This design comes from an exercise in tuning for small area on the open sky130 flow, not from production work. Only simulation tests tie the RTL to the original design; equivalence was not proved. Power is estimated from default activity; no workload was simulated.

==> inputs of job 2145 <==
==> flow/design.v (excerpt) <==
module operand_fetch_rf
#(
    parameter  int unsigned XLEN          = rf_pkg::XLEN_DEF,
    parameter  int unsigned NREGS         = rf_pkg::NREGS_DEF,
    parameter  int unsigned NREAD         = 3,
    parameter  int unsigned NWRITE        = 2,
    parameter  int unsigned HARDWIRE_ZERO = 1,
    localparam int unsigned AW            = $clog2(NREGS)
) (
    input  logic                     clk,
    input  logic                     reset,
    input  logic                     halt,
    input  logic                     dec_valid,
    input  logic [NREAD*AW-1:0]      rs_addr,
    input  logic [NREAD-1:0]         rs_used,
    input  logic [NREAD*2-1:0]       fwd_sel,
    input  logic [XLEN-1:0]          fwd_alu,
    input  logic [XLEN-1:0]          fwd_mem,
    input  logic                     rd_issue,
    input  logic [AW-1:0]            rd_addr,
    input  logic [NWRITE-1:0]        wb_en,
    input  logic [NWRITE*AW-1:0]     wb_addr,
    input  logic [NWRITE*XLEN-1:0]   wb_data,
    output logic                     stall,
    output logic                     op_valid,
    output logic [NREAD*XLEN-1:0]    op_data,
    output logic [NREGS-1:0]         busy
);
==> module rf_aoi221, before the edit <==
module rf_aoi221 (
    input  logic a1, a2, b1, b2, c1,
    output logic y
);
    assign y = ~((a1 & a2) | (b1 & b2) | c1);
endmodule
==> module operand_fetch_rf, before the edit <==
module operand_fetch_rf
#(
    parameter  int unsigned XLEN          = rf_pkg::XLEN_DEF,
    parameter  int unsigned NREGS         = rf_pkg::NREGS_DEF,
    parameter  int unsigned NREAD         = 3,
    parameter  int unsigned NWRITE        = 2,
    parameter  int unsigned HARDWIRE_ZERO = 1,
    localparam int unsigned AW            = $clog2(NREGS)
) (
    input  logic                     clk,
    input  logic                     reset,
    input  logic                     halt,
    input  logic                     dec_valid,
    input  logic [NREAD*AW-1:0]      rs_addr,
    input  logic [NREAD-1:0]         rs_used,
    input  logic [NREAD*2-1:0]       fwd_sel,
    input  logic [XLEN-1:0]          fwd_alu,
    input  logic [XLEN-1:0]          fwd_mem,
    input  logic                     rd_issue,
    input  logic [AW-1:0]            rd_addr,
    input  logic [NWRITE-1:0]        wb_en,
    input  logic [NWRITE*AW-1:0]     wb_addr,
    input  logic [NWRITE*XLEN-1:0]   wb_data,
    output logic                     stall,
    output logic                     op_valid,
    output logic [NREAD*XLEN-1:0]    op_data,
    output logic [NREGS-1:0]         busy
);
    logic             w_accept;
    logic [NREGS-1:0] r_busy;
    logic [NREGS-1:0] w_wait;
    rf_scoreboard #(
        .NREGS  (NREGS),
        .NREAD  (NREAD)
    ) u_scoreboard (
        .i_halt      (halt),
        .i_dec_valid (dec_valid),
        .i_rs_addr   (rs_addr),
        .i_rs_used   (rs_used),
        .i_fwd_sel   (fwd_sel),
        .i_rd_issue  (rd_issue),
        .i_rd_addr   (rd_addr),
        .i_wait      (w_wait),
        .o_stall     (stall),
        .o_accept    (w_accept)
    );
    logic w_set_en;
    assign w_set_en  = ~reset & w_accept & rd_issue;
    assign r_busy[0] = 1'b0;
    assign w_wait[0] = 1'b0;
    assign busy      = r_busy;
    logic [XLEN-1:0] r_rfn [1:NREGS-1];
    logic [XLEN-1:0] w_wb0, w_wb1;
    logic            w_wr;
    assign w_wb0 = wb_data[0 +: XLEN];
    assign w_wb1 = wb_data[XLEN +: XLEN];
    assign w_wr  = ~reset & ~halt;
    for (genvar r = 1; r < NREGS; r++) begin : g_reg
        logic w_a0, w_a1, w_t1, w_t0, w_th, w_thn;
        logic [XLEN-1:0] w_nxt;
        assign w_a0  = wb_en[0] & (wb_addr[0  +: AW] == AW'(r));
        assign w_a1  = wb_en[1] & (wb_addr[AW +: AW] == AW'(r));
        assign w_t1  = w_wr & w_a1;
        assign w_t0  = w_wr & w_a0 & ~w_a1;
        assign w_th  = ~reset & ~(w_wr & (w_a0 | w_a1));
        assign w_thn = ~w_th;
        assign w_wait[r] = r_busy[r] & ~(w_a0 | w_a1);
        always_ff @(posedge clk)
            r_busy[r] <= (r_busy[r] & w_th) | (w_set_en & (rd_addr == AW'(r)));
        for (genvar b = 0; b < XLEN; b++) begin : g_bit
            logic w_keep;
            rf_nor2 u_keep (.a (w_thn), .b (r_rfn[r][b]), .y (w_keep));
            rf_aoi221 u_upd (
                .a1 (w_t1), .a2 (w_wb1[b]),
                .b1 (w_t0), .b2 (w_wb0[b]),
                .c1 (w_keep),
                .y  (w_nxt[b])
            );
        end
        always_ff @(posedge clk) r_rfn[r] <= w_nxt;
    end
    logic             r_op_valid;
    logic [AW-1:0]    r_rs  [NREAD];
    logic [NREAD-1:0] r_mem, r_alu;
    logic [XLEN-1:0]  r_fmem, r_falu;
    always_ff @(posedge clk) begin
        if (reset) r_op_valid <= 1'b0;
        else if (!halt) r_op_valid <= w_accept;
    end
    always_ff @(posedge clk) begin
        if (!halt) begin
            for (int i = 0; i < NREAD; i++) begin
                r_rs[i]  <= rs_addr[i*AW +: AW];
                r_mem[i] <= (fwd_sel[i*2 +: 2] == 2'b01) & (rs_addr[i*AW +: AW] != '0);
                r_alu[i] <= (fwd_sel[i*2 +: 2] == 2'b10) & (rs_addr[i*AW +: AW] != '0);
            end
            r_fmem <= fwd_mem;
            r_falu <= fwd_alu;
        end
    end
    for (genvar g = 0; g < NREAD; g++) begin : g_read
        logic [NREGS-1:0] w_seln;
        for (genvar r = 1; r < NREGS; r++) begin : g_sel
            assign w_seln[r] = r_mem[g] | r_alu[g] | (r_rs[g] != AW'(r));
        end
        assign w_seln[0] = 1'b1;
        for (genvar b = 0; b < XLEN; b++) begin : g_bit
            logic [15:0] w_p;
            logic        w_n;
            for (genvar j = 0; j < 15; j++) begin : g_pair
                rf_oai22 u_oai (
                    .a1 (w_seln[2*j+1]), .a2 (r_rfn[2*j+1][b]),
                    .b1 (w_seln[2*j+2]), .b2 (r_rfn[2*j+2][b]),
                    .y  (w_p[j])
                );
            end
            rf_nor2 u_last (.a (w_seln[NREGS-1]), .b (r_rfn[NREGS-1][b]), .y (w_p[15]));
            rf_aoi22 u_fwd (
                .a1 (r_mem[g]), .a2 (r_fmem[b]),
                .b1 (r_alu[g]), .b2 (r_falu[b]),
                .y  (w_n)
            );
            rf_orn u_or (.p (w_p), .n (w_n), .y (op_data[g*XLEN + b]));
        end
    end
    assign op_valid = r_op_valid;
endmodule
==> flow/config.mk <==
export PLATFORM = sky130hd
export DESIGN_NAME = operand_fetch_rf
export DESIGN_NICKNAME = operand_fetch_rf
export VERILOG_FILES = /design/flow/design.v
export SDC_FILE = /design/flow/constraint.sdc
export NUM_CORES = 4
export LEC_CHECK = 0
export CAP_MARGIN = 20
export CORE_MARGIN = 2
export CORE_UTILIZATION = 25
export PLACE_DENSITY = 0.4
export SETUP_SLACK_MARGIN = 0.4
export SLEW_MARGIN = 20
export SYNTH_HIERARCHICAL = 1
export SYNTH_MINIMUM_KEEP_SIZE = 0
==> flow/constraint.sdc <==
create_clock -name core_clock -period 7.0 [get_ports {clk}]
set_input_delay 1.4000 -clock core_clock [delete_from_list [all_inputs] [get_ports {clk}]]
set_output_delay 1.4000 -clock core_clock [all_outputs]
set_load 0.01 [all_outputs]
standard.sh (not shown) runs the stock make flow with config.mk's settings and CLKGATE_MAP_FILE= SYNTH_SCRIPT=/design/flow/synth_recipe.tcl, a recipe that flattens the netlist after the stock synthesis.
==> flow/flow/run.sh <==
#!/bin/bash
# Layout flow: the standard flow (standard.sh, unchanged synthesis,
# floorplan, power grid, placement, routing) with settings that ORFS
# reads from the environment:
#   * port buffers are the smallest buffer, buf_1, instead of the default
#     delay buffer (every input and output port still gets one);
#   * clock tree: clkbuf_8 only, sink clusters of at most 15 flip-flops
#     within 60 um, no dummy balancing loads;
#   * after synthesis (the unchanged standard synthesis), flow/downsize.tcl
#     gives each combinational cell the smallest drive of its family; the
#     placement and timing repairs size cells up again where needed.
# The whole make output goes to standard.log; each ORFS step also keeps its
# own log under orfs/logs/.
set -euo pipefail
export BUFFER_PORTS_ARGS="-buffer_cell sky130_fd_sc_hd__buf_1"
export CTS_ARGS="-sink_clustering_enable -repair_clock_nets -buf_list sky130_fd_sc_hd__clkbuf_8 -dont_use_dummy_load -sink_clustering_size 15 -sink_clustering_max_diameter 60"
export POST_SYNTH_TCL="$PWD/flow/downsize.tcl"
bash standard.sh > standard.log 2>&1
Other scripts of this flow, unchanged in this note and not shown: flow/flow/downsize.tcl
==> job 7585: changes against job 2145 <==
--- a/flow/design.v
+++ b/flow/design.v
@@ -76,11 +76,11 @@
 );
     assign y = ~((a1 & a2) | (b1 & b2));
 endmodule
-module rf_aoi221 (
-    input  logic a1, a2, b1, b2, c1,
-    output logic y
-);
-    assign y = ~((a1 & a2) | (b1 & b2) | c1);
+module rf_o21a (
+    input  logic a1, a2, b1,
+    output logic y
+);
+    assign y = (a1 | a2) & b1;
 endmodule
 module rf_oai22 (
     input  logic a1, a2, b1, b2,
@@ -160,7 +160,7 @@
     assign w_wr  = ~reset & ~halt;
     for (genvar r = 1; r < NREGS; r++) begin : g_reg
         logic w_a0, w_a1, w_t1, w_t0, w_th, w_thn;
-        logic [XLEN-1:0] w_nxt;
+        logic [XLEN-1:0] w_wn, w_nxt;
         assign w_a0  = wb_en[0] & (wb_addr[0  +: AW] == AW'(r));
         assign w_a1  = wb_en[1] & (wb_addr[AW +: AW] == AW'(r));
         assign w_t1  = w_wr & w_a1;
@@ -171,14 +171,12 @@
         always_ff @(posedge clk)
             r_busy[r] <= (r_busy[r] & w_th) | (w_set_en & (rd_addr == AW'(r)));
         for (genvar b = 0; b < XLEN; b++) begin : g_bit
-            logic w_keep;
-            rf_nor2 u_keep (.a (w_thn), .b (r_rfn[r][b]), .y (w_keep));
-            rf_aoi221 u_upd (
+            rf_aoi22 u_wr (
                 .a1 (w_t1), .a2 (w_wb1[b]),
                 .b1 (w_t0), .b2 (w_wb0[b]),
-                .c1 (w_keep),
-                .y  (w_nxt[b])
+                .y  (w_wn[b])
             );
+            rf_o21a u_upd (.a1 (w_thn), .a2 (r_rfn[r][b]), .b1 (w_wn[b]), .y (w_nxt[b]));
         end
         always_ff @(posedge clk) r_rfn[r] <= w_nxt;
     end
- CORE_UTILIZATION: 25 -> 35
- PLACE_DENSITY: 0.4 -> 0.5
- SETUP_SLACK_MARGIN: 0.4 -> default
==> comparison table <==
item                                                                      job 2145            job 7585
Status                                                     complete, no violations     failed layout checks
Reasons for failing layout checks                                                -        setup timing
Fraction of area in registers                                                36.3%               35.9%
Power per standard cell area                                           190 nW/um^2         183 nW/um^2
Filler instances                                                             22500               15900
Wire length of the first global-routing pass                                516 mm              495 mm
Share of the final layout cell area in multi-input gates                     48.1%               51.2%
CTS clk-pin slew, worst paths                                              0.09 ns             0.08 ns
Time the final worst path needs with I/O delays and setup                  6.72 ns             7.18 ns
Met3 Resource Use GR                                                         6.85%               12.0%
Mean routed wirelength per cell                                            40.2 um             41.6 um
Core region area                                                       211000 um^2         158000 um^2
R2R Path End                                                    r_busy[29]$_DFF_P_  r_busy[28]$_DFF_P_
Combinational power                                                        1.23 mW             1.22 mW
Post-layout instance count excluding filler cells                             9491                8671

[static timing again, ports no longer ideal]
No port has a modelled driver above. Below, the same layouts with a new extraction and two added sets of constraints. Step 1 (the two cells are an assumption about what drives the block):
set clk [get_ports {clk}]
set_driving_cell -lib_cell sky130_fd_sc_hd__clkbuf_16 $clk
set_driving_cell -lib_cell sky130_fd_sc_hd__buf_2 [delete_from_list [all_inputs] $clk]
Step 2 adds t to the input delays and takes it off the output delays; t is the mean of the earliest and latest rising clock arrival at the registers after step 1. Input paths then give back, and output paths get back, about the clock's delay inside the block. Three values: ideal ports, drivers, drivers and shift; two values: the first two.
run | shift t [ns] | slack for setup (ns) | worst setup path after step 2 | latest minus earliest clock arrival (ns) | worst slew at a driven data input, ns
job 2145 | 0.994 | 0.276 / 0.182 / 0.705 | input to output | 0.135 / 0.135 | 0.13
job 7585 | 0.984 | -0.178 / -0.265 / 0.719 | register to output | 0.129 / 0.129 | 0.29
